This is an optimization exercise on Yosys and OpenROAD, whose aim is small area, a short achievable clock period and few clock cycles, not a production implementation.
Where RTL was checked, it was by simulation tests only, not by an equivalence proof against the original.
The RTL of run 1 was laid out without a check of its function.
Power is estimated from default activity; no workload was simulated.

## flow/design.v (module list and top-level ports; edited modules follow where they fit)
// module dot_lane_sum: 1137 lines
// module ping_ram_dot_engine: 185 lines
module ping_ram_dot_engine
#(
  parameter int unsigned ACC_W = 40,
  parameter int unsigned LEN_W = 16
) (
  input  logic                         clk,
  input  logic                         reset,
  input  logic [31:0]                  input_addr,
  input  logic [31:0]                  weight_addr,
  input  logic [31:0]                  output_addr,
  input  logic [31:0]                  data_type,
  output logic [31:0]                  finish_signal,
  output logic [26:0]                  avm_address,
  output logic                         avm_read,
  output logic                         avm_write,
  output logic [31:0]                  avm_writedata,
  output logic [3:0]                   avm_byteenable,
  output logic                         avm_burstcount,
  input  logic [31:0]                  avm_readdata,
  input  logic                         avm_readdatavalid,
  input  logic                         avm_waitrequest
);
  // ...
==> flow/flow/run.sh <==
#!/bin/bash
set -euo pipefail
bash standard.sh SETUP_SLACK_MARGIN=9 finish > make.log 2>&1
==> flow/standard.sh <==
#!/bin/bash
# synth_recipe.tcl (not shown) runs the flow's synth.tcl, then flattens the netlist and writes it again
# the make line also repeats each setting of config.mk as NAME=value (left out here)
make -C /OpenROAD-flow-scripts/flow DESIGN_CONFIG=/design/flow/config.mk WORK_HOME=/design/flow/orfs CLKGATE_MAP_FILE= SYNTH_SCRIPT=/design/flow/synth_recipe.tcl "${@:-finish}"
==> flow/config.mk <==
export PLATFORM = sky130hd
export DESIGN_NAME = ping_ram_dot_engine
export DESIGN_NICKNAME = ping_ram_dot_engine
export VERILOG_FILES = /design/flow/design.v
export SDC_FILE = /design/flow/constraint.sdc
export NUM_CORES = 4
export LEC_CHECK = 0
export ABC_AREA = 1
export CAP_MARGIN = 20
export CORE_MARGIN = 2
export CORE_UTILIZATION = 60
export PLACE_DENSITY = 0.7
export SLEW_MARGIN = 20
export TNS_END_PERCENT = 0
==> flow/constraint.sdc <==
create_clock -name core_clock -period 12.0 [get_ports {clk}]
set_input_delay 2.4000 -clock core_clock [delete_from_list [all_inputs] [get_ports {clk}]]
set_output_delay 2.4000 -clock core_clock [all_outputs]
set_load 0.01 [all_outputs]
==> out/metrics.yaml, run 1 <==
outcome:
  status: "timing/DRC/antenna clean"
sta:
  maxSlewViolCount: 0
  slew_headroom_pct: 26.4
  fin_hold_ws_ns: 0.465
  worst_slack_ns: 8.00
  worst_pin_slew_ns: 1.10
synthesis:
  synth-main-ff-cell: "edfxtp_1"
  ys_ff_latch: 274
  synth_top_family_by_area: "simple AND/OR/NAND/NOR gates"
worst_setup_path:
  cp_slowest_stage_delay_ns: 0.50
  crit_type: "reg2reg"
  r2r_cells: 15
power:
  seq_power_share_pct: 29.3
  top_power_group: "combinational cells"
  combPwrFrac_pct: 46.1
min_path:
  hold_path_end: "len_q[13]$_SDFFE_PP0P_"
clock_tree:
  numCtsBuffers: 34
  root_buffer: "clkbuf_16"
  clk_latency_ns: 0.57
cells_and_area:
  multi_input_area_um2: 12400
  final_design_area_no_fill_um2: 25700
  multi_input_area_share_pct: 48.1
run:
  drv_cap: 0
global_route:
  grtUsageMet3_pct: 7.49
route:
  antenna_left: 0
  wl_met3_mm: 6.95
==> module ping_ram_dot_engine, before the edit <==
module ping_ram_dot_engine
#(
  parameter int unsigned ACC_W = 40,
  parameter int unsigned LEN_W = 16
) (
  input  logic                         clk,
  input  logic                         reset,
  input  logic [31:0]                  input_addr,
  input  logic [31:0]                  weight_addr,
  input  logic [31:0]                  output_addr,
  input  logic [31:0]                  data_type,
  output logic [31:0]                  finish_signal,
  output logic [26:0]                  avm_address,
  output logic                         avm_read,
  output logic                         avm_write,
  output logic [31:0]                  avm_writedata,
  output logic [3:0]                   avm_byteenable,
  output logic                         avm_burstcount,
  input  logic [31:0]                  avm_readdata,
  input  logic                         avm_readdatavalid,
  input  logic                         avm_waitrequest
);
  localparam logic [2:0] RD_MAX = 3'd4;
  logic               go_q;
  logic               busy_q, done_q, err_q;
  logic [LEN_W-1:0]   len_q;
  logic               fmt16_q;
  logic               fmt8_q;        
  logic               rd_q, wr_q;
  logic [24:0]        cur_q;         
  logic [24:0]        oth_q;         
  logic [24:0]        out_q;         
  logic [LEN_W-1:0]   rem_q;         
  logic               rph_q;         
  logic [2:0]         ocnt_q;        
  logic               dph_q;         
  logic [31:0]        in_q;          
  logic [15:0]        x_q;           
  logic [7:0]         one_q, two_q, neg_q;   
  logic               dig_ld;
  logic [15:0]        dig_src;
  logic [7:0]         one_d, two_d, neg_d;
  logic               mac_a_q, mac_b_q;
  logic [39:0]        acc_s_q, acc_c_q;  
  logic               go, start_bad;
  logic               rd_acc, wr_acc, last_rd, more_rd, rd_room, wr_set;
  logic [2:0]         ocnt_d;
  logic [39:0]        mac_s, mac_c, acc_sum;
  logic [31:0]        result;
  assign go        = data_type[31] & ~go_q;
  assign start_bad = data_type[25] | (|input_addr[1:0]) | (|weight_addr[1:0]) |
                     (|output_addr[1:0]);
  assign rd_acc  = rd_q & ~avm_waitrequest;
  assign wr_acc  = wr_q & ~avm_waitrequest;
  assign last_rd = rph_q & (rem_q == LEN_W'(1));
  assign more_rd = (rem_q != '0) & ~(rd_acc & last_rd);
  assign ocnt_d  = ocnt_q + {2'b0, rd_acc} - {2'b0, avm_readdatavalid};
  assign rd_room = avm_readdatavalid ? (~rd_acc | (ocnt_q < RD_MAX)) :
                                       (rd_acc ? (ocnt_q < RD_MAX - 3'd1) : (ocnt_q < RD_MAX));
  assign wr_set  = busy_q & ~rd_q & ~wr_q & (rem_q == '0) & (ocnt_q == '0) & ~mac_a_q &
                   ~mac_b_q;
  always_ff @(posedge clk) begin
    if (reset) begin
      go_q    <= 1'b0;
      busy_q  <= 1'b0;
      done_q  <= 1'b0;
      err_q   <= 1'b0;
      len_q   <= '0;
      rd_q    <= 1'b0;
      wr_q    <= 1'b0;
      ocnt_q  <= '0;
      dph_q   <= 1'b0;
      mac_a_q <= 1'b0;
      mac_b_q <= 1'b0;
    end else begin
      go_q    <= data_type[31];
      ocnt_q  <= ocnt_d;
      mac_a_q <= avm_readdatavalid & dph_q;
      mac_b_q <= mac_a_q;
      if (avm_readdatavalid) dph_q <= ~dph_q;
      if (go) begin
        busy_q <= ~start_bad;
        done_q <= start_bad;
        err_q  <= start_bad;
        len_q  <= start_bad ? '0 : data_type[LEN_W-1:0];
        rd_q   <= ~start_bad & (data_type[LEN_W-1:0] != '0);
        wr_q   <= 1'b0;
      end else begin
        if (rd_q & avm_waitrequest) rd_q <= 1'b1;
        else                        rd_q <= busy_q & more_rd & rd_room;
        if (wr_set) wr_q <= 1'b1;
        else if (wr_acc) begin
          wr_q   <= 1'b0;
          busy_q <= 1'b0;
          done_q <= 1'b1;
        end
      end
    end
  end
  always_ff @(posedge clk) begin
    if (~busy_q) begin
      fmt16_q <= data_type[24];
      fmt8_q  <= ~data_type[24];
      cur_q   <= input_addr[26:2];
      oth_q   <= weight_addr[26:2];
      out_q   <= output_addr[26:2];
      rem_q   <= data_type[LEN_W-1:0];
      rph_q   <= 1'b0;
    end else if (rd_acc) begin
      cur_q <= oth_q;
      oth_q <= cur_q + 25'd1;
      rph_q <= ~rph_q;
      if (rph_q) rem_q <= rem_q - LEN_W'(1);
    end else if (wr_set) begin
      cur_q <= out_q;
    end
  end
  always_ff @(posedge clk) begin
    if (avm_readdatavalid & ~dph_q) begin
      in_q <= avm_readdata;
    end else if (avm_readdatavalid & dph_q) begin
      in_q[15:0] <= avm_readdata[31:16];
    end else if (wr_set) begin
      in_q <= result;
    end
    if (avm_readdatavalid & dph_q) x_q <= in_q[15:0];
    else if (mac_a_q)              x_q <= in_q[31:16];
  end
  assign dig_ld  = ~reset & ((avm_readdatavalid & dph_q) | mac_a_q);
  assign dig_src = (avm_readdatavalid & dph_q) ? avm_readdata[15:0] : in_q[15:0];
  always_comb begin
    for (int k = 0; k < 8; k++) begin
      logic b2, b1, b0;
      b2 = dig_src[2*k+1];
      b1 = dig_src[2*k];
      if (k == 0)      b0 = 1'b0;
      else if (k == 4) b0 = dig_src[7] & fmt16_q;
      else             b0 = dig_src[2*k-1];
      one_d[k] = dig_ld & (b1 ^ b0);
      two_d[k] = dig_ld & ((b2 & ~b1 & ~b0) | (~b2 & b1 & b0));
      neg_d[k] = dig_ld & b2;
    end
  end
  always_ff @(posedge clk) begin
    one_q <= one_d;
    two_q <= two_d;
    neg_q <= neg_d;
  end
  dot_lane_sum u_lane_sum (
    .fmt16_i (fmt16_q),
    .fmt8_i  (fmt8_q),
    .x_i     (x_q),
    .one_i   (one_q),
    .two_i   (two_q),
    .neg_i   (neg_q),
    .s_i     (acc_s_q),
    .c_i     (acc_c_q),
    .s_o     (mac_s),
    .c_o     (mac_c)
  );
  always_ff @(posedge clk) begin
    if (reset | wr_set) begin
      acc_s_q <= '0;
      acc_c_q <= '0;
    end else begin
      acc_s_q <= mac_s;
      acc_c_q <= mac_c;
    end
  end
  assign acc_sum = acc_s_q + acc_c_q;
  assign result  = fmt8_q ? acc_sum[39:8] : acc_sum[31:0];
  assign avm_address    = {cur_q, 2'b00};
  assign avm_read       = rd_q;
  assign avm_write      = wr_q;
  assign avm_writedata  = in_q;
  assign avm_byteenable = 4'hF;
  assign avm_burstcount = 1'b1;
  always_comb begin
    finish_signal                                 = '0;
    finish_signal[ping_ram_dot_pkg::DONE_B]       = done_q;
    finish_signal[ping_ram_dot_pkg::BUSY_B]       = busy_q;
    finish_signal[ping_ram_dot_pkg::ERR_B]        = err_q;
    finish_signal[LEN_W-1:0]                      = len_q;
  end
endmodule
==> inputs of run 2 (changes only) <==
--- a/flow/design.v
+++ b/flow/design.v
@@ -3,30 +3,26 @@
   localparam logic [1:0] FMT_I16X2 = 2'd1;
   localparam int unsigned DONE_B = 31;
   localparam int unsigned BUSY_B = 30;
   localparam int unsigned ERR_B  = 29;
   localparam int unsigned WORD_BYTES = 4;
 endpackage
 module dot_lane_sum
 (
-  input  logic          fmt16_i,
-  input  logic          fmt8_i,        
-  input  logic [15:0]   x_i,
+  input  logic [15:0]   op_lo_i,
+  input  logic [15:0]   op_hi_i,
   input  logic [7:0]    one_i,
   input  logic [7:0]    two_i,
   input  logic [7:0]    neg_i,
   input  logic [39:0]   s_i,
   input  logic [39:0]   c_i,
   output logic [39:0]   s_o,
   output logic [39:0]   c_o
 );
-  logic [15:0] op_lo, op_hi;    
-  assign op_lo = fmt8_i ? {x_i[7:0], 8'd0} : x_i;
-  assign op_hi = fmt16_i ? x_i : {{8{x_i[15]}}, x_i[15:8]};
   logic r0_0;
   logic r0_1;
   logic r0_2;
   logic r0_3;
   logic r0_4;
   logic r0_5;
   logic r0_6;
   logic r0_7;
@@ -537,152 +533,152 @@
   logic fs188;
   logic fc188;
   logic fs189;
   logic fc189;
   logic fs190;
   logic fc190;
   logic fs191;
   logic fc191;
-  assign r0_0 = ((one_i[0] & op_lo[0]) | (two_i[0] & 1'b0)) ^ neg_i[0];
-  assign r0_1 = ((one_i[0] & op_lo[1]) | (two_i[0] & op_lo[0])) ^ neg_i[0];
-  assign r0_2 = ((one_i[0] & op_lo[2]) | (two_i[0] & op_lo[1])) ^ neg_i[0];
-  assign r0_3 = ((one_i[0] & op_lo[3]) | (two_i[0] & op_lo[2])) ^ neg_i[0];
-  assign r0_4 = ((one_i[0] & op_lo[4]) | (two_i[0] & op_lo[3])) ^ neg_i[0];
-  assign r0_5 = ((one_i[0] & op_lo[5]) | (two_i[0] & op_lo[4])) ^ neg_i[0];
-  assign r0_6 = ((one_i[0] & op_lo[6]) | (two_i[0] & op_lo[5])) ^ neg_i[0];
-  assign r0_7 = ((one_i[0] & op_lo[7]) | (two_i[0] & op_lo[6])) ^ neg_i[0];
-  assign r0_8 = ((one_i[0] & op_lo[8]) | (two_i[0] & op_lo[7])) ^ neg_i[0];
-  assign r0_9 = ((one_i[0] & op_lo[9]) | (two_i[0] & op_lo[8])) ^ neg_i[0];
-  assign r0_10 = ((one_i[0] & op_lo[10]) | (two_i[0] & op_lo[9])) ^ neg_i[0];
-  assign r0_11 = ((one_i[0] & op_lo[11]) | (two_i[0] & op_lo[10])) ^ neg_i[0];
-  assign r0_12 = ((one_i[0] & op_lo[12]) | (two_i[0] & op_lo[11])) ^ neg_i[0];
-  assign r0_13 = ((one_i[0] & op_lo[13]) | (two_i[0] & op_lo[12])) ^ neg_i[0];
-  assign r0_14 = ((one_i[0] & op_lo[14]) | (two_i[0] & op_lo[13])) ^ neg_i[0];
-  assign r0_15 = ((one_i[0] & op_lo[15]) | (two_i[0] & op_lo[14])) ^ neg_i[0];
-  assign r0_16 = ((one_i[0] & op_lo[15]) | (two_i[0] & op_lo[15])) ^ neg_i[0];
-  assign r1_0 = ((one_i[1] & op_lo[0]) | (two_i[1] & 1'b0)) ^ neg_i[1];
-  assign r1_1 = ((one_i[1] & op_lo[1]) | (two_i[1] & op_lo[0])) ^ neg_i[1];
-  assign r1_2 = ((one_i[1] & op_lo[2]) | (two_i[1] & op_lo[1])) ^ neg_i[1];
-  assign r1_3 = ((one_i[1] & op_lo[3]) | (two_i[1] & op_lo[2])) ^ neg_i[1];
-  assign r1_4 = ((one_i[1] & op_lo[4]) | (two_i[1] & op_lo[3])) ^ neg_i[1];
-  assign r1_5 = ((one_i[1] & op_lo[5]) | (two_i[1] & op_lo[4])) ^ neg_i[1];
-  assign r1_6 = ((one_i[1] & op_lo[6]) | (two_i[1] & op_lo[5])) ^ neg_i[1];
-  assign r1_7 = ((one_i[1] & op_lo[7]) | (two_i[1] & op_lo[6])) ^ neg_i[1];
-  assign r1_8 = ((one_i[1] & op_lo[8]) | (two_i[1] & op_lo[7])) ^ neg_i[1];
-  assign r1_9 = ((one_i[1] & op_lo[9]) | (two_i[1] & op_lo[8])) ^ neg_i[1];
-  assign r1_10 = ((one_i[1] & op_lo[10]) | (two_i[1] & op_lo[9])) ^ neg_i[1];
-  assign r1_11 = ((one_i[1] & op_lo[11]) | (two_i[1] & op_lo[10])) ^ neg_i[1];
-  assign r1_12 = ((one_i[1] & op_lo[12]) | (two_i[1] & op_lo[11])) ^ neg_i[1];
-  assign r1_13 = ((one_i[1] & op_lo[13]) | (two_i[1] & op_lo[12])) ^ neg_i[1];
-  assign r1_14 = ((one_i[1] & op_lo[14]) | (two_i[1] & op_lo[13])) ^ neg_i[1];
-  assign r1_15 = ((one_i[1] & op_lo[15]) | (two_i[1] & op_lo[14])) ^ neg_i[1];
-  assign r1_16 = ((one_i[1] & op_lo[15]) | (two_i[1] & op_lo[15])) ^ neg_i[1];
-  assign r2_0 = ((one_i[2] & op_lo[0]) | (two_i[2] & 1'b0)) ^ neg_i[2];
-  assign r2_1 = ((one_i[2] & op_lo[1]) | (two_i[2] & op_lo[0])) ^ neg_i[2];
-  assign r2_2 = ((one_i[2] & op_lo[2]) | (two_i[2] & op_lo[1])) ^ neg_i[2];
-  assign r2_3 = ((one_i[2] & op_lo[3]) | (two_i[2] & op_lo[2])) ^ neg_i[2];
-  assign r2_4 = ((one_i[2] & op_lo[4]) | (two_i[2] & op_lo[3])) ^ neg_i[2];
-  assign r2_5 = ((one_i[2] & op_lo[5]) | (two_i[2] & op_lo[4])) ^ neg_i[2];
-  assign r2_6 = ((one_i[2] & op_lo[6]) | (two_i[2] & op_lo[5])) ^ neg_i[2];
-  assign r2_7 = ((one_i[2] & op_lo[7]) | (two_i[2] & op_lo[6])) ^ neg_i[2];
-  assign r2_8 = ((one_i[2] & op_lo[8]) | (two_i[2] & op_lo[7])) ^ neg_i[2];
-  assign r2_9 = ((one_i[2] & op_lo[9]) | (two_i[2] & op_lo[8])) ^ neg_i[2];
-  assign r2_10 = ((one_i[2] & op_lo[10]) | (two_i[2] & op_lo[9])) ^ neg_i[2];
-  assign r2_11 = ((one_i[2] & op_lo[11]) | (two_i[2] & op_lo[10])) ^ neg_i[2];
-  assign r2_12 = ((one_i[2] & op_lo[12]) | (two_i[2] & op_lo[11])) ^ neg_i[2];
-  assign r2_13 = ((one_i[2] & op_lo[13]) | (two_i[2] & op_lo[12])) ^ neg_i[2];
-  assign r2_14 = ((one_i[2] & op_lo[14]) | (two_i[2] & op_lo[13])) ^ neg_i[2];
-  assign r2_15 = ((one_i[2] & op_lo[15]) | (two_i[2] & op_lo[14])) ^ neg_i[2];
-  assign r2_16 = ((one_i[2] & op_lo[15]) | (two_i[2] & op_lo[15])) ^ neg_i[2];
-  assign r3_0 = ((one_i[3] & op_lo[0]) | (two_i[3] & 1'b0)) ^ neg_i[3];
-  assign r3_1 = ((one_i[3] & op_lo[1]) | (two_i[3] & op_lo[0])) ^ neg_i[3];
-  assign r3_2 = ((one_i[3] & op_lo[2]) | (two_i[3] & op_lo[1])) ^ neg_i[3];
-  assign r3_3 = ((one_i[3] & op_lo[3]) | (two_i[3] & op_lo[2])) ^ neg_i[3];
-  assign r3_4 = ((one_i[3] & op_lo[4]) | (two_i[3] & op_lo[3])) ^ neg_i[3];
-  assign r3_5 = ((one_i[3] & op_lo[5]) | (two_i[3] & op_lo[4])) ^ neg_i[3];
-  assign r3_6 = ((one_i[3] & op_lo[6]) | (two_i[3] & op_lo[5])) ^ neg_i[3];
-  assign r3_7 = ((one_i[3] & op_lo[7]) | (two_i[3] & op_lo[6])) ^ neg_i[3];
-  assign r3_8 = ((one_i[3] & op_lo[8]) | (two_i[3] & op_lo[7])) ^ neg_i[3];
-  assign r3_9 = ((one_i[3] & op_lo[9]) | (two_i[3] & op_lo[8])) ^ neg_i[3];
-  assign r3_10 = ((one_i[3] & op_lo[10]) | (two_i[3] & op_lo[9])) ^ neg_i[3];
-  assign r3_11 = ((one_i[3] & op_lo[11]) | (two_i[3] & op_lo[10])) ^ neg_i[3];
-  assign r3_12 = ((one_i[3] & op_lo[12]) | (two_i[3] & op_lo[11])) ^ neg_i[3];
-  assign r3_13 = ((one_i[3] & op_lo[13]) | (two_i[3] & op_lo[12])) ^ neg_i[3];
-  assign r3_14 = ((one_i[3] & op_lo[14]) | (two_i[3] & op_lo[13])) ^ neg_i[3];
-  assign r3_15 = ((one_i[3] & op_lo[15]) | (two_i[3] & op_lo[14])) ^ neg_i[3];
-  assign r3_16 = ((one_i[3] & op_lo[15]) | (two_i[3] & op_lo[15])) ^ neg_i[3];
-  assign r4_0 = ((one_i[4] & op_hi[0]) | (two_i[4] & 1'b0)) ^ neg_i[4];
-  assign r4_1 = ((one_i[4] & op_hi[1]) | (two_i[4] & op_hi[0])) ^ neg_i[4];
-  assign r4_2 = ((one_i[4] & op_hi[2]) | (two_i[4] & op_hi[1])) ^ neg_i[4];
-  assign r4_3 = ((one_i[4] & op_hi[3]) | (two_i[4] & op_hi[2])) ^ neg_i[4];
-  assign r4_4 = ((one_i[4] & op_hi[4]) | (two_i[4] & op_hi[3])) ^ neg_i[4];
-  assign r4_5 = ((one_i[4] & op_hi[5]) | (two_i[4] & op_hi[4])) ^ neg_i[4];
-  assign r4_6 = ((one_i[4] & op_hi[6]) | (two_i[4] & op_hi[5])) ^ neg_i[4];
-  assign r4_7 = ((one_i[4] & op_hi[7]) | (two_i[4] & op_hi[6])) ^ neg_i[4];
-  assign r4_8 = ((one_i[4] & op_hi[8]) | (two_i[4] & op_hi[7])) ^ neg_i[4];
-  assign r4_9 = ((one_i[4] & op_hi[9]) | (two_i[4] & op_hi[8])) ^ neg_i[4];
-  assign r4_10 = ((one_i[4] & op_hi[10]) | (two_i[4] & op_hi[9])) ^ neg_i[4];
-  assign r4_11 = ((one_i[4] & op_hi[11]) | (two_i[4] & op_hi[10])) ^ neg_i[4];
-  assign r4_12 = ((one_i[4] & op_hi[12]) | (two_i[4] & op_hi[11])) ^ neg_i[4];
-  assign r4_13 = ((one_i[4] & op_hi[13]) | (two_i[4] & op_hi[12])) ^ neg_i[4];
-  assign r4_14 = ((one_i[4] & op_hi[14]) | (two_i[4] & op_hi[13])) ^ neg_i[4];
-  assign r4_15 = ((one_i[4] & op_hi[15]) | (two_i[4] & op_hi[14])) ^ neg_i[4];
-  assign r4_16 = ((one_i[4] & op_hi[15]) | (two_i[4] & op_hi[15])) ^ neg_i[4];
-  assign r5_0 = ((one_i[5] & op_hi[0]) | (two_i[5] & 1'b0)) ^ neg_i[5];
-  assign r5_1 = ((one_i[5] & op_hi[1]) | (two_i[5] & op_hi[0])) ^ neg_i[5];
-  assign r5_2 = ((one_i[5] & op_hi[2]) | (two_i[5] & op_hi[1])) ^ neg_i[5];
-  assign r5_3 = ((one_i[5] & op_hi[3]) | (two_i[5] & op_hi[2])) ^ neg_i[5];
-  assign r5_4 = ((one_i[5] & op_hi[4]) | (two_i[5] & op_hi[3])) ^ neg_i[5];
-  assign r5_5 = ((one_i[5] & op_hi[5]) | (two_i[5] & op_hi[4])) ^ neg_i[5];
-  assign r5_6 = ((one_i[5] & op_hi[6]) | (two_i[5] & op_hi[5])) ^ neg_i[5];
-  assign r5_7 = ((one_i[5] & op_hi[7]) | (two_i[5] & op_hi[6])) ^ neg_i[5];
-  assign r5_8 = ((one_i[5] & op_hi[8]) | (two_i[5] & op_hi[7])) ^ neg_i[5];
-  assign r5_9 = ((one_i[5] & op_hi[9]) | (two_i[5] & op_hi[8])) ^ neg_i[5];
-  assign r5_10 = ((one_i[5] & op_hi[10]) | (two_i[5] & op_hi[9])) ^ neg_i[5];
-  assign r5_11 = ((one_i[5] & op_hi[11]) | (two_i[5] & op_hi[10])) ^ neg_i[5];
-  assign r5_12 = ((one_i[5] & op_hi[12]) | (two_i[5] & op_hi[11])) ^ neg_i[5];
-  assign r5_13 = ((one_i[5] & op_hi[13]) | (two_i[5] & op_hi[12])) ^ neg_i[5];
-  assign r5_14 = ((one_i[5] & op_hi[14]) | (two_i[5] & op_hi[13])) ^ neg_i[5];
-  assign r5_15 = ((one_i[5] & op_hi[15]) | (two_i[5] & op_hi[14])) ^ neg_i[5];
-  assign r5_16 = ((one_i[5] & op_hi[15]) | (two_i[5] & op_hi[15])) ^ neg_i[5];
-  assign r6_0 = ((one_i[6] & op_hi[0]) | (two_i[6] & 1'b0)) ^ neg_i[6];
-  assign r6_1 = ((one_i[6] & op_hi[1]) | (two_i[6] & op_hi[0])) ^ neg_i[6];
-  assign r6_2 = ((one_i[6] & op_hi[2]) | (two_i[6] & op_hi[1])) ^ neg_i[6];
-  assign r6_3 = ((one_i[6] & op_hi[3]) | (two_i[6] & op_hi[2])) ^ neg_i[6];
-  assign r6_4 = ((one_i[6] & op_hi[4]) | (two_i[6] & op_hi[3])) ^ neg_i[6];
-  assign r6_5 = ((one_i[6] & op_hi[5]) | (two_i[6] & op_hi[4])) ^ neg_i[6];
-  assign r6_6 = ((one_i[6] & op_hi[6]) | (two_i[6] & op_hi[5])) ^ neg_i[6];
-  assign r6_7 = ((one_i[6] & op_hi[7]) | (two_i[6] & op_hi[6])) ^ neg_i[6];
-  assign r6_8 = ((one_i[6] & op_hi[8]) | (two_i[6] & op_hi[7])) ^ neg_i[6];
-  assign r6_9 = ((one_i[6] & op_hi[9]) | (two_i[6] & op_hi[8])) ^ neg_i[6];
-  assign r6_10 = ((one_i[6] & op_hi[10]) | (two_i[6] & op_hi[9])) ^ neg_i[6];
-  assign r6_11 = ((one_i[6] & op_hi[11]) | (two_i[6] & op_hi[10])) ^ neg_i[6];
-  assign r6_12 = ((one_i[6] & op_hi[12]) | (two_i[6] & op_hi[11])) ^ neg_i[6];
-  assign r6_13 = ((one_i[6] & op_hi[13]) | (two_i[6] & op_hi[12])) ^ neg_i[6];
-  assign r6_14 = ((one_i[6] & op_hi[14]) | (two_i[6] & op_hi[13])) ^ neg_i[6];
-  assign r6_15 = ((one_i[6] & op_hi[15]) | (two_i[6] & op_hi[14])) ^ neg_i[6];
-  assign r6_16 = ((one_i[6] & op_hi[15]) | (two_i[6] & op_hi[15])) ^ neg_i[6];
-  assign r7_0 = ((one_i[7] & op_hi[0]) | (two_i[7] & 1'b0)) ^ neg_i[7];
-  assign r7_1 = ((one_i[7] & op_hi[1]) | (two_i[7] & op_hi[0])) ^ neg_i[7];
-  assign r7_2 = ((one_i[7] & op_hi[2]) | (two_i[7] & op_hi[1])) ^ neg_i[7];
-  assign r7_3 = ((one_i[7] & op_hi[3]) | (two_i[7] & op_hi[2])) ^ neg_i[7];
-  assign r7_4 = ((one_i[7] & op_hi[4]) | (two_i[7] & op_hi[3])) ^ neg_i[7];
-  assign r7_5 = ((one_i[7] & op_hi[5]) | (two_i[7] & op_hi[4])) ^ neg_i[7];
-  assign r7_6 = ((one_i[7] & op_hi[6]) | (two_i[7] & op_hi[5])) ^ neg_i[7];
-  assign r7_7 = ((one_i[7] & op_hi[7]) | (two_i[7] & op_hi[6])) ^ neg_i[7];
-  assign r7_8 = ((one_i[7] & op_hi[8]) | (two_i[7] & op_hi[7])) ^ neg_i[7];
-  assign r7_9 = ((one_i[7] & op_hi[9]) | (two_i[7] & op_hi[8])) ^ neg_i[7];
-  assign r7_10 = ((one_i[7] & op_hi[10]) | (two_i[7] & op_hi[9])) ^ neg_i[7];
-  assign r7_11 = ((one_i[7] & op_hi[11]) | (two_i[7] & op_hi[10])) ^ neg_i[7];
-  assign r7_12 = ((one_i[7] & op_hi[12]) | (two_i[7] & op_hi[11])) ^ neg_i[7];
-  assign r7_13 = ((one_i[7] & op_hi[13]) | (two_i[7] & op_hi[12])) ^ neg_i[7];
-  assign r7_14 = ((one_i[7] & op_hi[14]) | (two_i[7] & op_hi[13])) ^ neg_i[7];
-  assign r7_15 = ((one_i[7] & op_hi[15]) | (two_i[7] & op_hi[14])) ^ neg_i[7];
-  assign r7_16 = ((one_i[7] & op_hi[15]) | (two_i[7] & op_hi[15])) ^ neg_i[7];
+  assign r0_0 = ((one_i[0] & op_lo_i[0]) | (two_i[0] & 1'b0)) ^ neg_i[0];
+  assign r0_1 = ((one_i[0] & op_lo_i[1]) | (two_i[0] & op_lo_i[0])) ^ neg_i[0];
+  assign r0_2 = ((one_i[0] & op_lo_i[2]) | (two_i[0] & op_lo_i[1])) ^ neg_i[0];
+  assign r0_3 = ((one_i[0] & op_lo_i[3]) | (two_i[0] & op_lo_i[2])) ^ neg_i[0];
+  assign r0_4 = ((one_i[0] & op_lo_i[4]) | (two_i[0] & op_lo_i[3])) ^ neg_i[0];
+  assign r0_5 = ((one_i[0] & op_lo_i[5]) | (two_i[0] & op_lo_i[4])) ^ neg_i[0];
+  assign r0_6 = ((one_i[0] & op_lo_i[6]) | (two_i[0] & op_lo_i[5])) ^ neg_i[0];
+  assign r0_7 = ((one_i[0] & op_lo_i[7]) | (two_i[0] & op_lo_i[6])) ^ neg_i[0];
+  assign r0_8 = ((one_i[0] & op_lo_i[8]) | (two_i[0] & op_lo_i[7])) ^ neg_i[0];
+  assign r0_9 = ((one_i[0] & op_lo_i[9]) | (two_i[0] & op_lo_i[8])) ^ neg_i[0];
+  assign r0_10 = ((one_i[0] & op_lo_i[10]) | (two_i[0] & op_lo_i[9])) ^ neg_i[0];
+  assign r0_11 = ((one_i[0] & op_lo_i[11]) | (two_i[0] & op_lo_i[10])) ^ neg_i[0];
+  assign r0_12 = ((one_i[0] & op_lo_i[12]) | (two_i[0] & op_lo_i[11])) ^ neg_i[0];
+  assign r0_13 = ((one_i[0] & op_lo_i[13]) | (two_i[0] & op_lo_i[12])) ^ neg_i[0];
+  assign r0_14 = ((one_i[0] & op_lo_i[14]) | (two_i[0] & op_lo_i[13])) ^ neg_i[0];
+  assign r0_15 = ((one_i[0] & op_lo_i[15]) | (two_i[0] & op_lo_i[14])) ^ neg_i[0];
+  assign r0_16 = ((one_i[0] & op_lo_i[15]) | (two_i[0] & op_lo_i[15])) ^ neg_i[0];
+  assign r1_0 = ((one_i[1] & op_lo_i[0]) | (two_i[1] & 1'b0)) ^ neg_i[1];
+  assign r1_1 = ((one_i[1] & op_lo_i[1]) | (two_i[1] & op_lo_i[0])) ^ neg_i[1];
+  assign r1_2 = ((one_i[1] & op_lo_i[2]) | (two_i[1] & op_lo_i[1])) ^ neg_i[1];
+  assign r1_3 = ((one_i[1] & op_lo_i[3]) | (two_i[1] & op_lo_i[2])) ^ neg_i[1];
+  assign r1_4 = ((one_i[1] & op_lo_i[4]) | (two_i[1] & op_lo_i[3])) ^ neg_i[1];
+  assign r1_5 = ((one_i[1] & op_lo_i[5]) | (two_i[1] & op_lo_i[4])) ^ neg_i[1];
+  assign r1_6 = ((one_i[1] & op_lo_i[6]) | (two_i[1] & op_lo_i[5])) ^ neg_i[1];
+  assign r1_7 = ((one_i[1] & op_lo_i[7]) | (two_i[1] & op_lo_i[6])) ^ neg_i[1];
+  assign r1_8 = ((one_i[1] & op_lo_i[8]) | (two_i[1] & op_lo_i[7])) ^ neg_i[1];
+  assign r1_9 = ((one_i[1] & op_lo_i[9]) | (two_i[1] & op_lo_i[8])) ^ neg_i[1];
+  assign r1_10 = ((one_i[1] & op_lo_i[10]) | (two_i[1] & op_lo_i[9])) ^ neg_i[1];
+  assign r1_11 = ((one_i[1] & op_lo_i[11]) | (two_i[1] & op_lo_i[10])) ^ neg_i[1];
+  assign r1_12 = ((one_i[1] & op_lo_i[12]) | (two_i[1] & op_lo_i[11])) ^ neg_i[1];
+  assign r1_13 = ((one_i[1] & op_lo_i[13]) | (two_i[1] & op_lo_i[12])) ^ neg_i[1];
+  assign r1_14 = ((one_i[1] & op_lo_i[14]) | (two_i[1] & op_lo_i[13])) ^ neg_i[1];
+  assign r1_15 = ((one_i[1] & op_lo_i[15]) | (two_i[1] & op_lo_i[14])) ^ neg_i[1];
+  assign r1_16 = ((one_i[1] & op_lo_i[15]) | (two_i[1] & op_lo_i[15])) ^ neg_i[1];
+  assign r2_0 = ((one_i[2] & op_lo_i[0]) | (two_i[2] & 1'b0)) ^ neg_i[2];
+  assign r2_1 = ((one_i[2] & op_lo_i[1]) | (two_i[2] & op_lo_i[0])) ^ neg_i[2];
+  assign r2_2 = ((one_i[2] & op_lo_i[2]) | (two_i[2] & op_lo_i[1])) ^ neg_i[2];
+  assign r2_3 = ((one_i[2] & op_lo_i[3]) | (two_i[2] & op_lo_i[2])) ^ neg_i[2];
+  assign r2_4 = ((one_i[2] & op_lo_i[4]) | (two_i[2] & op_lo_i[3])) ^ neg_i[2];
+  assign r2_5 = ((one_i[2] & op_lo_i[5]) | (two_i[2] & op_lo_i[4])) ^ neg_i[2];
+  assign r2_6 = ((one_i[2] & op_lo_i[6]) | (two_i[2] & op_lo_i[5])) ^ neg_i[2];
+  assign r2_7 = ((one_i[2] & op_lo_i[7]) | (two_i[2] & op_lo_i[6])) ^ neg_i[2];
+  assign r2_8 = ((one_i[2] & op_lo_i[8]) | (two_i[2] & op_lo_i[7])) ^ neg_i[2];
+  assign r2_9 = ((one_i[2] & op_lo_i[9]) | (two_i[2] & op_lo_i[8])) ^ neg_i[2];
+  assign r2_10 = ((one_i[2] & op_lo_i[10]) | (two_i[2] & op_lo_i[9])) ^ neg_i[2];
+  assign r2_11 = ((one_i[2] & op_lo_i[11]) | (two_i[2] & op_lo_i[10])) ^ neg_i[2];
+  assign r2_12 = ((one_i[2] & op_lo_i[12]) | (two_i[2] & op_lo_i[11])) ^ neg_i[2];
+  assign r2_13 = ((one_i[2] & op_lo_i[13]) | (two_i[2] & op_lo_i[12])) ^ neg_i[2];
+  assign r2_14 = ((one_i[2] & op_lo_i[14]) | (two_i[2] & op_lo_i[13])) ^ neg_i[2];
+  assign r2_15 = ((one_i[2] & op_lo_i[15]) | (two_i[2] & op_lo_i[14])) ^ neg_i[2];
+  assign r2_16 = ((one_i[2] & op_lo_i[15]) | (two_i[2] & op_lo_i[15])) ^ neg_i[2];
+  assign r3_0 = ((one_i[3] & op_lo_i[0]) | (two_i[3] & 1'b0)) ^ neg_i[3];
+  assign r3_1 = ((one_i[3] & op_lo_i[1]) | (two_i[3] & op_lo_i[0])) ^ neg_i[3];
+  assign r3_2 = ((one_i[3] & op_lo_i[2]) | (two_i[3] & op_lo_i[1])) ^ neg_i[3];
+  assign r3_3 = ((one_i[3] & op_lo_i[3]) | (two_i[3] & op_lo_i[2])) ^ neg_i[3];
+  assign r3_4 = ((one_i[3] & op_lo_i[4]) | (two_i[3] & op_lo_i[3])) ^ neg_i[3];
+  assign r3_5 = ((one_i[3] & op_lo_i[5]) | (two_i[3] & op_lo_i[4])) ^ neg_i[3];
+  assign r3_6 = ((one_i[3] & op_lo_i[6]) | (two_i[3] & op_lo_i[5])) ^ neg_i[3];
+  assign r3_7 = ((one_i[3] & op_lo_i[7]) | (two_i[3] & op_lo_i[6])) ^ neg_i[3];
+  assign r3_8 = ((one_i[3] & op_lo_i[8]) | (two_i[3] & op_lo_i[7])) ^ neg_i[3];
+  assign r3_9 = ((one_i[3] & op_lo_i[9]) | (two_i[3] & op_lo_i[8])) ^ neg_i[3];
+  assign r3_10 = ((one_i[3] & op_lo_i[10]) | (two_i[3] & op_lo_i[9])) ^ neg_i[3];
+  assign r3_11 = ((one_i[3] & op_lo_i[11]) | (two_i[3] & op_lo_i[10])) ^ neg_i[3];
+  assign r3_12 = ((one_i[3] & op_lo_i[12]) | (two_i[3] & op_lo_i[11])) ^ neg_i[3];
+  assign r3_13 = ((one_i[3] & op_lo_i[13]) | (two_i[3] & op_lo_i[12])) ^ neg_i[3];
+  assign r3_14 = ((one_i[3] & op_lo_i[14]) | (two_i[3] & op_lo_i[13])) ^ neg_i[3];
+  assign r3_15 = ((one_i[3] & op_lo_i[15]) | (two_i[3] & op_lo_i[14])) ^ neg_i[3];
+  assign r3_16 = ((one_i[3] & op_lo_i[15]) | (two_i[3] & op_lo_i[15])) ^ neg_i[3];
+  assign r4_0 = ((one_i[4] & op_hi_i[0]) | (two_i[4] & 1'b0)) ^ neg_i[4];
+  assign r4_1 = ((one_i[4] & op_hi_i[1]) | (two_i[4] & op_hi_i[0])) ^ neg_i[4];
+  assign r4_2 = ((one_i[4] & op_hi_i[2]) | (two_i[4] & op_hi_i[1])) ^ neg_i[4];
+  assign r4_3 = ((one_i[4] & op_hi_i[3]) | (two_i[4] & op_hi_i[2])) ^ neg_i[4];
+  assign r4_4 = ((one_i[4] & op_hi_i[4]) | (two_i[4] & op_hi_i[3])) ^ neg_i[4];
+  assign r4_5 = ((one_i[4] & op_hi_i[5]) | (two_i[4] & op_hi_i[4])) ^ neg_i[4];
+  assign r4_6 = ((one_i[4] & op_hi_i[6]) | (two_i[4] & op_hi_i[5])) ^ neg_i[4];
+  assign r4_7 = ((one_i[4] & op_hi_i[7]) | (two_i[4] & op_hi_i[6])) ^ neg_i[4];
+  assign r4_8 = ((one_i[4] & op_hi_i[8]) | (two_i[4] & op_hi_i[7])) ^ neg_i[4];
+  assign r4_9 = ((one_i[4] & op_hi_i[9]) | (two_i[4] & op_hi_i[8])) ^ neg_i[4];
+  assign r4_10 = ((one_i[4] & op_hi_i[10]) | (two_i[4] & op_hi_i[9])) ^ neg_i[4];
+  assign r4_11 = ((one_i[4] & op_hi_i[11]) | (two_i[4] & op_hi_i[10])) ^ neg_i[4];
+  assign r4_12 = ((one_i[4] & op_hi_i[12]) | (two_i[4] & op_hi_i[11])) ^ neg_i[4];
+  assign r4_13 = ((one_i[4] & op_hi_i[13]) | (two_i[4] & op_hi_i[12])) ^ neg_i[4];
+  assign r4_14 = ((one_i[4] & op_hi_i[14]) | (two_i[4] & op_hi_i[13])) ^ neg_i[4];
+  assign r4_15 = ((one_i[4] & op_hi_i[15]) | (two_i[4] & op_hi_i[14])) ^ neg_i[4];
+  assign r4_16 = ((one_i[4] & op_hi_i[15]) | (two_i[4] & op_hi_i[15])) ^ neg_i[4];
+  assign r5_0 = ((one_i[5] & op_hi_i[0]) | (two_i[5] & 1'b0)) ^ neg_i[5];
+  assign r5_1 = ((one_i[5] & op_hi_i[1]) | (two_i[5] & op_hi_i[0])) ^ neg_i[5];
+  assign r5_2 = ((one_i[5] & op_hi_i[2]) | (two_i[5] & op_hi_i[1])) ^ neg_i[5];
+  assign r5_3 = ((one_i[5] & op_hi_i[3]) | (two_i[5] & op_hi_i[2])) ^ neg_i[5];
+  assign r5_4 = ((one_i[5] & op_hi_i[4]) | (two_i[5] & op_hi_i[3])) ^ neg_i[5];
+  assign r5_5 = ((one_i[5] & op_hi_i[5]) | (two_i[5] & op_hi_i[4])) ^ neg_i[5];
+  assign r5_6 = ((one_i[5] & op_hi_i[6]) | (two_i[5] & op_hi_i[5])) ^ neg_i[5];
+  assign r5_7 = ((one_i[5] & op_hi_i[7]) | (two_i[5] & op_hi_i[6])) ^ neg_i[5];
+  assign r5_8 = ((one_i[5] & op_hi_i[8]) | (two_i[5] & op_hi_i[7])) ^ neg_i[5];
+  assign r5_9 = ((one_i[5] & op_hi_i[9]) | (two_i[5] & op_hi_i[8])) ^ neg_i[5];
+  assign r5_10 = ((one_i[5] & op_hi_i[10]) | (two_i[5] & op_hi_i[9])) ^ neg_i[5];
+  assign r5_11 = ((one_i[5] & op_hi_i[11]) | (two_i[5] & op_hi_i[10])) ^ neg_i[5];
+  assign r5_12 = ((one_i[5] & op_hi_i[12]) | (two_i[5] & op_hi_i[11])) ^ neg_i[5];
+  assign r5_13 = ((one_i[5] & op_hi_i[13]) | (two_i[5] & op_hi_i[12])) ^ neg_i[5];
+  assign r5_14 = ((one_i[5] & op_hi_i[14]) | (two_i[5] & op_hi_i[13])) ^ neg_i[5];
+  assign r5_15 = ((one_i[5] & op_hi_i[15]) | (two_i[5] & op_hi_i[14])) ^ neg_i[5];
+  assign r5_16 = ((one_i[5] & op_hi_i[15]) | (two_i[5] & op_hi_i[15])) ^ neg_i[5];
+  assign r6_0 = ((one_i[6] & op_hi_i[0]) | (two_i[6] & 1'b0)) ^ neg_i[6];
+  assign r6_1 = ((one_i[6] & op_hi_i[1]) | (two_i[6] & op_hi_i[0])) ^ neg_i[6];
+  assign r6_2 = ((one_i[6] & op_hi_i[2]) | (two_i[6] & op_hi_i[1])) ^ neg_i[6];
+  assign r6_3 = ((one_i[6] & op_hi_i[3]) | (two_i[6] & op_hi_i[2])) ^ neg_i[6];
+  assign r6_4 = ((one_i[6] & op_hi_i[4]) | (two_i[6] & op_hi_i[3])) ^ neg_i[6];
+  assign r6_5 = ((one_i[6] & op_hi_i[5]) | (two_i[6] & op_hi_i[4])) ^ neg_i[6];
+  assign r6_6 = ((one_i[6] & op_hi_i[6]) | (two_i[6] & op_hi_i[5])) ^ neg_i[6];
+  assign r6_7 = ((one_i[6] & op_hi_i[7]) | (two_i[6] & op_hi_i[6])) ^ neg_i[6];
+  assign r6_8 = ((one_i[6] & op_hi_i[8]) | (two_i[6] & op_hi_i[7])) ^ neg_i[6];
+  assign r6_9 = ((one_i[6] & op_hi_i[9]) | (two_i[6] & op_hi_i[8])) ^ neg_i[6];
+  assign r6_10 = ((one_i[6] & op_hi_i[10]) | (two_i[6] & op_hi_i[9])) ^ neg_i[6];
+  assign r6_11 = ((one_i[6] & op_hi_i[11]) | (two_i[6] & op_hi_i[10])) ^ neg_i[6];
+  assign r6_12 = ((one_i[6] & op_hi_i[12]) | (two_i[6] & op_hi_i[11])) ^ neg_i[6];
+  assign r6_13 = ((one_i[6] & op_hi_i[13]) | (two_i[6] & op_hi_i[12])) ^ neg_i[6];
+  assign r6_14 = ((one_i[6] & op_hi_i[14]) | (two_i[6] & op_hi_i[13])) ^ neg_i[6];
+  assign r6_15 = ((one_i[6] & op_hi_i[15]) | (two_i[6] & op_hi_i[14])) ^ neg_i[6];
+  assign r6_16 = ((one_i[6] & op_hi_i[15]) | (two_i[6] & op_hi_i[15])) ^ neg_i[6];
+  assign r7_0 = ((one_i[7] & op_hi_i[0]) | (two_i[7] & 1'b0)) ^ neg_i[7];
+  assign r7_1 = ((one_i[7] & op_hi_i[1]) | (two_i[7] & op_hi_i[0])) ^ neg_i[7];
+  assign r7_2 = ((one_i[7] & op_hi_i[2]) | (two_i[7] & op_hi_i[1])) ^ neg_i[7];
+  assign r7_3 = ((one_i[7] & op_hi_i[3]) | (two_i[7] & op_hi_i[2])) ^ neg_i[7];
+  assign r7_4 = ((one_i[7] & op_hi_i[4]) | (two_i[7] & op_hi_i[3])) ^ neg_i[7];
+  assign r7_5 = ((one_i[7] & op_hi_i[5]) | (two_i[7] & op_hi_i[4])) ^ neg_i[7];
+  assign r7_6 = ((one_i[7] & op_hi_i[6]) | (two_i[7] & op_hi_i[5])) ^ neg_i[7];
+  assign r7_7 = ((one_i[7] & op_hi_i[7]) | (two_i[7] & op_hi_i[6])) ^ neg_i[7];
+  assign r7_8 = ((one_i[7] & op_hi_i[8]) | (two_i[7] & op_hi_i[7])) ^ neg_i[7];
+  assign r7_9 = ((one_i[7] & op_hi_i[9]) | (two_i[7] & op_hi_i[8])) ^ neg_i[7];
+  assign r7_10 = ((one_i[7] & op_hi_i[10]) | (two_i[7] & op_hi_i[9])) ^ neg_i[7];
+  assign r7_11 = ((one_i[7] & op_hi_i[11]) | (two_i[7] & op_hi_i[10])) ^ neg_i[7];
+  assign r7_12 = ((one_i[7] & op_hi_i[12]) | (two_i[7] & op_hi_i[11])) ^ neg_i[7];
+  assign r7_13 = ((one_i[7] & op_hi_i[13]) | (two_i[7] & op_hi_i[12])) ^ neg_i[7];
+  assign r7_14 = ((one_i[7] & op_hi_i[14]) | (two_i[7] & op_hi_i[13])) ^ neg_i[7];
+  assign r7_15 = ((one_i[7] & op_hi_i[15]) | (two_i[7] & op_hi_i[14])) ^ neg_i[7];
+  assign r7_16 = ((one_i[7] & op_hi_i[15]) | (two_i[7] & op_hi_i[15])) ^ neg_i[7];
   assign hs0 = neg_i[6] ^ s_i[12];
   assign hc0 = neg_i[6] & s_i[12];
   assign hs1 = s_i[13] ^ c_i[13];
   assign hc1 = s_i[13] & c_i[13];
   assign fs2 = neg_i[7] ^ s_i[14] ^ c_i[14];
   assign fc2 = (neg_i[7] & s_i[14]) | (neg_i[7] & c_i[14]) | (s_i[14] & c_i[14]);
   assign hs3 = r0_14 ^ r1_12;
   assign hc3 = r0_14 & r1_12;
@@ -1165,27 +1161,27 @@
   input  logic                         avm_readdatavalid,
   input  logic                         avm_waitrequest
 );
   localparam logic [2:0] RD_MAX = 3'd4;
   logic               go_q;
   logic               busy_q, done_q, err_q;
   logic [LEN_W-1:0]   len_q;
   logic               fmt16_q;
-  logic               fmt8_q;        
   logic               rd_q, wr_q;
   logic [24:0]        cur_q;         
   logic [24:0]        oth_q;         
   logic [24:0]        out_q;         
   logic [LEN_W-1:0]   rem_q;         
   logic               rph_q;         
   logic [2:0]         ocnt_q;        
   logic               dph_q;         
   logic [31:0]        in_q;          
-  logic [15:0]        x_q;           
+  logic [15:0]        op_lo_q, op_hi_q;  
+  logic [15:0]        x_src;
   logic [7:0]         one_q, two_q, neg_q;   
   logic               dig_ld;
   logic [15:0]        dig_src;
   logic [7:0]         one_d, two_d, neg_d;
   logic               mac_a_q, mac_b_q;
   logic [39:0]        acc_s_q, acc_c_q;  
   logic               go, start_bad;
   logic               rd_acc, wr_acc, last_rd, more_rd, rd_room, wr_set;
@@ -1240,17 +1236,16 @@
           done_q <= 1'b1;
         end
       end
     end
   end
   always_ff @(posedge clk) begin
     if (~busy_q) begin
       fmt16_q <= data_type[24];
-      fmt8_q  <= ~data_type[24];
       cur_q   <= input_addr[26:2];
       oth_q   <= weight_addr[26:2];
       out_q   <= output_addr[26:2];
       rem_q   <= data_type[LEN_W-1:0];
       rph_q   <= 1'b0;
     end else if (rd_acc) begin
       cur_q <= oth_q;
       oth_q <= cur_q + 25'd1;
@@ -1263,19 +1258,22 @@
   always_ff @(posedge clk) begin
     if (avm_readdatavalid & ~dph_q) begin
       in_q <= avm_readdata;
     end else if (avm_readdatavalid & dph_q) begin
       in_q[15:0] <= avm_readdata[31:16];
     end else if (wr_set) begin
       in_q <= result;
     end
-    if (avm_readdatavalid & dph_q) x_q <= in_q[15:0];
-    else if (mac_a_q)              x_q <= in_q[31:16];
+    if ((avm_readdatavalid & dph_q) | mac_a_q) begin
+      op_lo_q <= fmt16_q ? x_src : {x_src[7:0], 8'd0};
+      op_hi_q <= fmt16_q ? x_src : {{8{x_src[15]}}, x_src[15:8]};
+    end
   end
+  assign x_src = mac_a_q ? in_q[31:16] : in_q[15:0];
   assign dig_ld  = ~reset & ((avm_readdatavalid & dph_q) | mac_a_q);
   assign dig_src = (avm_readdatavalid & dph_q) ? avm_readdata[15:0] : in_q[15:0];
   always_comb begin
     for (int k = 0; k < 8; k++) begin
       logic b2, b1, b0;
       b2 = dig_src[2*k+1];
       b1 = dig_src[2*k];
       if (k == 0)      b0 = 1'b0;
@@ -1287,19 +1285,18 @@
     end
   end
   always_ff @(posedge clk) begin
     one_q <= one_d;
     two_q <= two_d;
     neg_q <= neg_d;
   end
   dot_lane_sum u_lane_sum (
-    .fmt16_i (fmt16_q),
-    .fmt8_i  (fmt8_q),
-    .x_i     (x_q),
+    .op_lo_i (op_lo_q),
+    .op_hi_i (op_hi_q),
     .one_i   (one_q),
     .two_i   (two_q),
     .neg_i   (neg_q),
     .s_i     (acc_s_q),
     .c_i     (acc_c_q),
     .s_o     (mac_s),
     .c_o     (mac_c)
   );
@@ -1308,17 +1305,17 @@
       acc_s_q <= '0;
       acc_c_q <= '0;
     end else begin
       acc_s_q <= mac_s;
       acc_c_q <= mac_c;
     end
   end
   assign acc_sum = acc_s_q + acc_c_q;
-  assign result  = fmt8_q ? acc_sum[39:8] : acc_sum[31:0];
+  assign result  = fmt16_q ? acc_sum[31:0] : acc_sum[39:8];
   assign avm_address    = {cur_q, 2'b00};
   assign avm_read       = rd_q;
   assign avm_write      = wr_q;
   assign avm_writedata  = in_q;
   assign avm_byteenable = 4'hF;
   assign avm_burstcount = 1'b1;
   always_comb begin
     finish_signal                                 = '0;
==> flow/flow/run.sh (replaced) <==
#!/bin/bash
set -euo pipefail
bash standard.sh SETUP_SLACK_MARGIN=9 "BUFFER_PORTS_ARGS=-buffer_cell sky130_fd_sc_hd__buf_1" finish > make.log 2>&1
==> flow/config.mk (replaced) <==
export PLATFORM = sky130hd
export DESIGN_NAME = ping_ram_dot_engine
export DESIGN_NICKNAME = ping_ram_dot_engine
export VERILOG_FILES = /design/flow/design.v
export SDC_FILE = /design/flow/constraint.sdc
export NUM_CORES = 4
export LEC_CHECK = 0
export ABC_AREA = 1
export CAP_MARGIN = 20
export CORE_MARGIN = 2
export CORE_UTILIZATION = 40
export PLACE_DENSITY = 0.6
export SLEW_MARGIN = 20
export TNS_END_PERCENT = 0
==> run 2 against run 1 <==
Still clean on timing, DRC and antenna. Combinational power down 5%. Register-to-register slack better by 0.35 ns. Maximum frequency up 6.2%. Final cell count up 5.9%. Sequential power up 6%. Sequential share of layout area up 2.8 points. Worst hold slack worse by 0.0020 ns. Area after synthesis up 1.5%. Critical path depth down 14. Setup slack better by 0.23 ns. Synthesized cell count down 1.7%. Critical endpoint is now avm_writedata[11].
==> out/metrics.yaml, run 2 <==
synthesis:
  ys.warnings.count: 1
  ys_ff_latch: 289  # +5.5%
  synth-main-ff-cell: "edfxtp_1"
  yosysMostFrequentCell: "inv_1"
  synth_top_area_share_pct: 21.6
  synth_cell_types: 46
  synth_edf_count: 156
  netlist_instances: 2672
  synth_area_leaders: "edfxtp_1 22%, fa_1 14%, dfxtp_1 12%"
  synthesis.area_um2: 21700
  async_flop_share_pct: 0
  avgSynthCellArea_um2: 8.11
  seq_area_frac_synth_pct: 33.9
  synth_common_cells: "522 x inv_1, 499 x nand2_1, 258 x nor2_1"
  yosys.area.top_type: "edfxtp_1"
worst_setup_path:
  cp-startpoint: "in_q[11]$_DFFE_PP_"
  reg2reg_from: "two_q[2]$_DFF_P_"
  crit_type: "reg2out"
  cp_slowest_stage_delay_ns: 0.55  # +0.05 ns
  cp.required_ns: 9.60
  startpoint_type: "flip-flop"
  cpMaxStageDelayCell: "edfxtp_1"
  worst-path-max-fanout: 3
  cp.arrival_ns: 1.37
  critPathTopFamily: "flip-flops"
  end_kind: "output port"
  path_cells: "buf_2"
  crit_buf_inv: 1
placement:
  io_buffers: 213
  dp_hpwl_mm: 54.0
  gp_congestion: 0.958
  dp_cells: 3508
  dpl_worst_slack_ns: 6.62
power:
  leakage_uw: 0.0116
  p_per_area_nw_per_um2: 177
  ir_drop_uv: 87.7
min_path:
  hold_class: "reg2reg"
  min-delay-start: "len_q[5]$_SDFFE_PP0P_"
clock_tree:
  path_clk_slew_ns: 0.06
  h-tree-depth: 2
  clk_latency_ns: 0.59  # +0.02 ns
  clockBufferDepth: 3
  cts_num_sinks: 289
  tritoncts: "yes"
  numCtsBuffers: 38  # +12%
  root_buffer: "clkbuf_16"
route:
  initialDrtViolationCount: 1795
  wl_per_cell_um: 19.3
  vias_per_cell: 5.19
  drt-pass1-iter-count: 6
  drc: 0
  antenna_left: 0  # unchanged
  drt-total-wl_mm: 70.0
  num_vias: 18800
floorplanning:
  pin_count: 262
  dieArea_um2: 56000
  start_util_pct: 40.3
  die_h_um: 237
  die_w_um: 237
  row_count: 85
  core-area_um2: 53700
sta:
  skew_ns: 0.0256
  fin_crit_ns: 3.77
  hold_viol_final: 0
  finalSetupViolCount: 0
  worst_slack_ns: 8.23  # +0.235 ns
  slew_headroom_pct: 37.5  # +11 points
  maxSlewViolCount: 0  # unchanged
  tns_ns: 0
  max_freq_ghz: 0.265
  period_share_pct: 31.4
  rsz0062_at_grt: "yes"
  worst_pin_slew_ns: 0.937  # -0.167 ns
outcome:
  status: "timing/DRC/antenna clean"
cells_and_area:
  stdcell_count: 3624
  final_cell_mix: "507 x inv_1, 494 x nand2_1, 256 x nor2_1"
  drive_gt1_share_pct: 6.80
  final_common_cell: "inv_1"
  final_util_pct: 46.3
  areaGrowthSynthToFinish_pct: 14.7
  diodes: 0
  top_regs: "acc_c_q: 40 flops, acc_s_q: 40 flops, in_q: 32 flops"
  nets: 3295
run:
  drv_cap: 0  # unchanged
global_route:
  grtUsageMet3_pct: 4.36  # -3.1 points
  grt_pass1_wl_mm: 106
  grt_overflow: 0
  antenna_found_initial: 1
  grt_start_max_net_pins: 109
  grt_use_met2_pct: 38.2
  busiest_layer: "met2"
  grt_pass1_vias: 18200
  grt.total_usage_pct: 24.6
  use_met1_pct: 34.3
[run 2: changes by cell type after synthesis, sizes merged, moves of 9 or more]
cell / before / now
a31oi: 12 / 1
edfxtp: 141 / 156
inv: 507 / 527
mux2i: 0 / 9
o21bai: 7 / 17
o21ai: 139 / 118
nand3: 119 / 105
nand2: 603 / 500
a21oi: 78 / 107
[run 2: power breakdown]
group / internal [uW] / total (uW) / switching (uW) / leakage [uW]
Sequential: 1210 / 1350 / 134 / 0.00269
Clock: 661 / 1150 / 490 / 0.000601
Combinational: 692 / 1900 / 1210 / 0.00834
Total: 2570 / 4400 / 1830 / 0.0116
[run 2: worst paths after layout]
check / endpoint / slack [ns] / cells past startpoint
worst max-delay path: avm_writedata[11] / 8.23 / 1
worst min-delay path: len_q[5]$_SDFFE_PP0P_ / 0.46 / 2
worst max register to register: acc_c_q[19]$_SDFF_PP0_ / 8.35 / 15
worst min register to register: len_q[5]$_SDFFE_PP0P_ / 0.46 / 2
[run 2: kinds of logic after synthesis]
group | after synthesis | synth area share, %
buf+inv | 636 | 11.7
flops | 289 | 33.9
compound gates | 385 | 10.1
mux | 9 | 0.416
xor+xnor | 174 | 7.04
other cells | 2 | 0.0347
simple gates | 944 | 17.9
fa+ha+maj | 233 | 18.8
[run 2: cell type report]
class | count | area [um^2]
clock inverters | 29 | 287
repair inverters | 1 | 7.51
clock buffers | 41 | 972
inverters | 532 | 2050
well taps | 696 | 871
fillers | 5319 | 28900
repair buffers | 271 | 1290
flip-flops and latches | 289 | 7370
multi-input cells | 1765 | 12000
[run 2: metrics by stage]
stage / hold slack, ns / power, uW / cell area (um^2)
global route: 0.487 / 4770 / 24900
finish: 0.463 / 4400 / 24900
floorplan: 0.447 / 2660 / 21800
global placement: 0.442 / 3190 / 23000
CTS: 0.466 / 4410 / 24500
detailed placement: 0.452 / 3250 / 23000
[run 2: per-layer routing]
metal	up-vias	part of all wire, %
met1	8862	43
li1	8826	-
met2	945	44
met5	-	0
met3	178	9.2
met4	0	4.3
[run 2: timing repair]
action / CTS / global route
setup endpoints to repair: 393 / 392
pin swaps: 0 / 3
setup buffers: 8 / 36
resized for setup: 30 / 27
hold buffers: 0 / 0
gates cloned: 1 / 1
Testbench counts of run 2, summed over its fixed seeds: cycles 47,048.
==> inputs of run 3 (changes only) <==
==> flow/flow/run.sh (replaced) <==
#!/bin/bash
set -euo pipefail
bash standard.sh SETUP_SLACK_MARGIN=9 "BUFFER_PORTS_ARGS=-buffer_cell sky130_fd_sc_hd__buf_2" finish > make.log 2>&1
==> run 3 against run 2 <==
Still clean. Clock skew fell by 0.0071 ns. Worst hold slack improved by 0.0012 ns. Die area did not move. Clock power rose by 3%. Sequential power barely moved. Cell area rose by 0.77%. Critical path depth did not move. Critical path type unchanged. Largest cell class unchanged.
==> out/metrics.yaml, run 3 <==
worst_setup_path:
  reg2reg_from: "neg_q[3]$_DFF_P_"
  r2r_cells: 9  # -6
  cp-startpoint: "in_q[25]$_DFFE_PP_"
  crit_buf_inv: 1  # unchanged
  cpMaxStageDelayCell: "edfxtp_1"
  cp.required_ns: 9.60  # about the same
  crit_type: "reg2out"
  startpoint_type: "flip-flop"
  r2r_end: "acc_c_q[21]$_SDFF_PP0_"
  cp.arrival_ns: 1.35  # -0.02 ns
  path_cells: "buf_2"
  cp_slowest_stage_delay_ns: 0.56  # about the same
  r2r_slack_ns: 8.33  # -0.02 ns
  end_kind: "output port"
  worst-path-max-fanout: 2  # -1
  critPathTopFamily: "flip-flops"
min_path:
  hold_path_end: "len_q[10]$_SDFFE_PP0P_"
  min-delay-start: "len_q[10]$_SDFFE_PP0P_"
  hold_class: "reg2reg"
  min_path_cells: 2  # unchanged
global_route:
  grt_overflow: 0  # unchanged
  use_met1_pct: 34.5  # +0.23 points
  grt_start_max_net_pins: 109  # unchanged
  grt_use_met2_pct: 39.4  # +1.1 points
  antenna_found_initial: 2  # +1
  grt_pass1_vias: 18200  # +0.32%
  grt.total_usage_pct: 24.8  # +0.21 points
  grt_pass1_wl_mm: 107  # +1.0%
  busiest_layer: "met2"
  grtUsageMet3_pct: 4.06  # -0.30 points
clock_tree:
  numCtsBuffers: 37  # -2.6%
  holdBufCountCts: 0  # unchanged
  clk_latency_ns: 0.59  # about the same
  cts_num_sinks: 289  # unchanged
  h-tree-depth: 2  # unchanged
  root_buffer: "clkbuf_16"
  tritoncts: "yes"
  path_clk_slew_ns: 0.06  # about the same
  clockBufferDepth: 3  # unchanged
synthesis:
  avgSynthCellArea_um2: 8.11  # unchanged
  yosysMostFrequentCell: "inv_1"
  synth_compound_area_share_pct: 10.1  # unchanged
  yosys.area.top_type: "edfxtp_1"
  synth_cell_types: 46  # unchanged
  synthesis.area_um2: 21700  # unchanged
  muxShareOfSynthArea_pct: 0.416  # unchanged
  synth_top_family_by_area: "adder cells"
  synth_area_leaders: "edfxtp_1 22%, fa_1 14%, dfxtp_1 12%"
  synthSimpleGateAreaFrac_pct: 17.9  # unchanged
  ys.warnings.count: 1  # unchanged
  synth_edf_count: 156  # unchanged
  netlist_instances: 2672  # unchanged
  ys_ff_latch: 289  # unchanged
  synth-adder-area-share_pct: 18.8  # unchanged
  synthXorXnorAreaFrac_pct: 7.04  # unchanged
  synth_top_area_share_pct: 21.6  # unchanged
  seq_area_frac_synth_pct: 33.9  # unchanged
  async_flop_share_pct: 0  # unchanged
  synth_common_cells: "522 x inv_1, 499 x nand2_1, 258 x nor2_1"
  synth-main-ff-cell: "edfxtp_1"
sta:
  worst_slack_ns: 8.25  # +0.0208 ns
  finalSetupViolCount: 0  # unchanged
  fin_crit_ns: 3.75  # -0.0208 ns
  hold_viol_final: 0  # unchanged
  rsz0062_at_grt: "yes"
  skew_ns: 0.0184  # -0.00713 ns
  worst_pin_slew_ns: 0.911  # -0.0262 ns
  slew_headroom_pct: 38.6  # +1.1 points
  maxSlewViolCount: 0  # unchanged
  tns_ns: 0  # unchanged
  max_freq_ghz: 0.267  # +0.56%
  period_share_pct: 31.2  # -0.17 points
route:
  wl_per_cell_um: 19.4  # +0.57%
  drt-total-wl_mm: 70.2  # +0.24%
  num_vias: 18800  # -0.30%
  vias_per_cell: 5.19  # about the same
  antenna_left: 0  # unchanged
  drc: 0  # unchanged
  drt-pass1-iter-count: 6  # unchanged
  initialDrtViolationCount: 1748  # -2.6%
power:
  switching_power_uw: 1830  # -0.11%
  swShare_pct: 41.2  # -0.47 points
  ir_drop_uv: 117  # +34%
  combPwrFrac_pct: 43.0  # -0.2 points
  leakage_uw: 0.0122  # +4.8%
  seq_power_share_pct: 30.3  # -0.3 points
  power_frac_clock_pct: 26.7  # +0.5 points
  p_per_area_nw_per_um2: 177  # +0.25%
  p_int_uw: 2610  # +1.8%
floorplanning:
  start_util_pct: 40.3  # unchanged
  row_count: 85  # unchanged
  die_h_um: 237  # unchanged
  pin_count: 262  # unchanged
  die_w_um: 237  # unchanged
  dieArea_um2: 56000  # unchanged
  core-area_um2: 53700  # unchanged
cells_and_area:
  stdcell_count: 3612  # -0.33%
  nets: 3284  # -0.33%
  top_regs: "acc_c_q: 40 flops, acc_s_q: 40 flops, in_q: 32 flops"
  diodes: 0  # unchanged
  areaGrowthSynthToFinish_pct: 15.6
  drive_gt1_share_pct: 13.6  # +6.9 points
  final_common_cell: "inv_1"
  final_cell_mix: "507 x inv_1, 494 x nand2_1, 256 x nor2_1"
  fillers: 5266  # -1.0%
placement:
  io_buffers: 213  # unchanged
  gp_congestion: 0.960  # +0.14%
  dpl_worst_slack_ns: 6.54  # -0.0773 ns
  dp_hpwl_mm: 54.2  # +0.48%
  dp_cells: 3506  # -0.057%
outcome:
  status: "timing/DRC/antenna clean"
run:
  drv_cap: 0  # unchanged
==> run 3: final cells by class <==
class,count,area (um^2),share of cell area (%)
clock buffer,50,1060,4.23
tap,696,871,3.48
clock inverter,18,234,0.934
timing repair buffer,261,1440,5.74
timing repair inverter,1,7.51,0.0300
multi-input combinational,1765,12000,47.9
inverter,532,2060,8.21
sequential,289,7370,29.4
==> run 3: kinds of logic (layout without fill, tap and decap cells) <==
kind of cell / count (synthesis) / after routing
multiplexers: 9 / 9
flip-flops: 289 / 289
buffers and inverters: 636 / 862
adder cells (fa/ha/maj): 233 / 233
AO/OA/AOI/OAI: 385 / 385
XOR/XNOR: 174 / 174
AND/OR/NAND/NOR: 944 / 944
other: 2 / 20
==> run 3: worst max path at each step <==
stage | endpoint | slack [ns] | cells past startpoint
floorplan | ocnt_q[1]$_SDFF_PP0_ | 8.13 | 10
global placement | two_q[7]$_DFF_P_ | 6.60 | 8
detailed placement | two_q[5]$_DFF_P_ | 6.54 | 8
CTS | avm_writedata[9] | 8.27 | 1
global route | acc_c_q[17]$_SDFF_PP0_ | 8.24 | 13
finish | avm_writedata[25] | 8.25 | 1
==> run 3: per-stage QoR <==
stage	hold WS [ns]	power (uW)	utilization [%]	cell area (um^2)
final	0.464	4440	46.6	25000
after floorplan	0.447	2660	-	21800
after global routing	0.479	4810	46.6	25000
after CTS	0.463	4480	46.1	24800
after global placement	0.440	3210	43.3	23300
after detailed placement	0.445	3260	43.3	23300
==> run 3: what timing repair did <==
item,4_1_cts,5_1_grt
gates resized for setup,34,23
endpoints found under the hold margin,0,0
cloned,1,0
setup endpoints to repair,393,392
buffers inserted,13,24
pin swaps,0,3
==> run 3: routing by layer <==
| layer | vias to the layer above | wire length (um) | part of all wire (%) |
|---|---|---|---|
| met5 | - | 24 | 0.034 |
| met4 | 4 | 2500 | 3.6 |
| met3 | 149 | 5730 | 8.2 |
| met2 | 839 | 31500 | 45 |
| met1 | 8954 | 30400 | 43 |
| li1 | 8809 | - | - |
==> run 3: power by group through the flow <==
stage,Sequential (uW),Clock (uW),Combinational (uW)
5_1_grt,1360,1240,2200
3_5_place_dp,1370,0,1890
2_1_floorplan,1320,0,1340
6_report,1350,1190,1910
4_1_cts,1350,1210,1930
3_3_place_gp,1360,0,1850

[static timing again, ports no longer ideal]
How much do the figures lean on ideal ports? The routed layouts below were timed once more, with nothing changed but the port constraints. Step 1 (the two cells are an assumption about what drives the block):
set clk [get_ports {clk}]
set_driving_cell -lib_cell sky130_fd_sc_hd__clkbuf_16 $clk
set_driving_cell -lib_cell sky130_fd_sc_hd__buf_2 [delete_from_list [all_inputs] $clk]
Step 2, shift: input delay + t, output delay - t, t = (earliest + latest rising clock arrival at the registers) / 2. This alone moves slack from input paths to output paths. Slacks: ideal / step 1 / step 2; pairs: ideal / step 1.
| run | t (ns) | slack for setup (ns) | latest minus earliest clock arrival (ns) | pins driven straight from the clock port |
|---|---|---|---|---|
| run 1 | 0.615 | 7.997 / 7.973 / 7.444 | 0.024 / 0.024 | 1 |
| run 2 | 0.645 | 8.232 / 8.167 / 7.691 | 0.025 / 0.026 | 1 |
| run 3 | 0.641 | 8.253 / 8.187 / 7.766 | 0.020 / 0.021 | 1 |
After both steps every run listed still meets setup and hold. The setup slack of run 1, which loses most, moves by -0.024 ns with the drivers and by -0.553 ns with both steps.
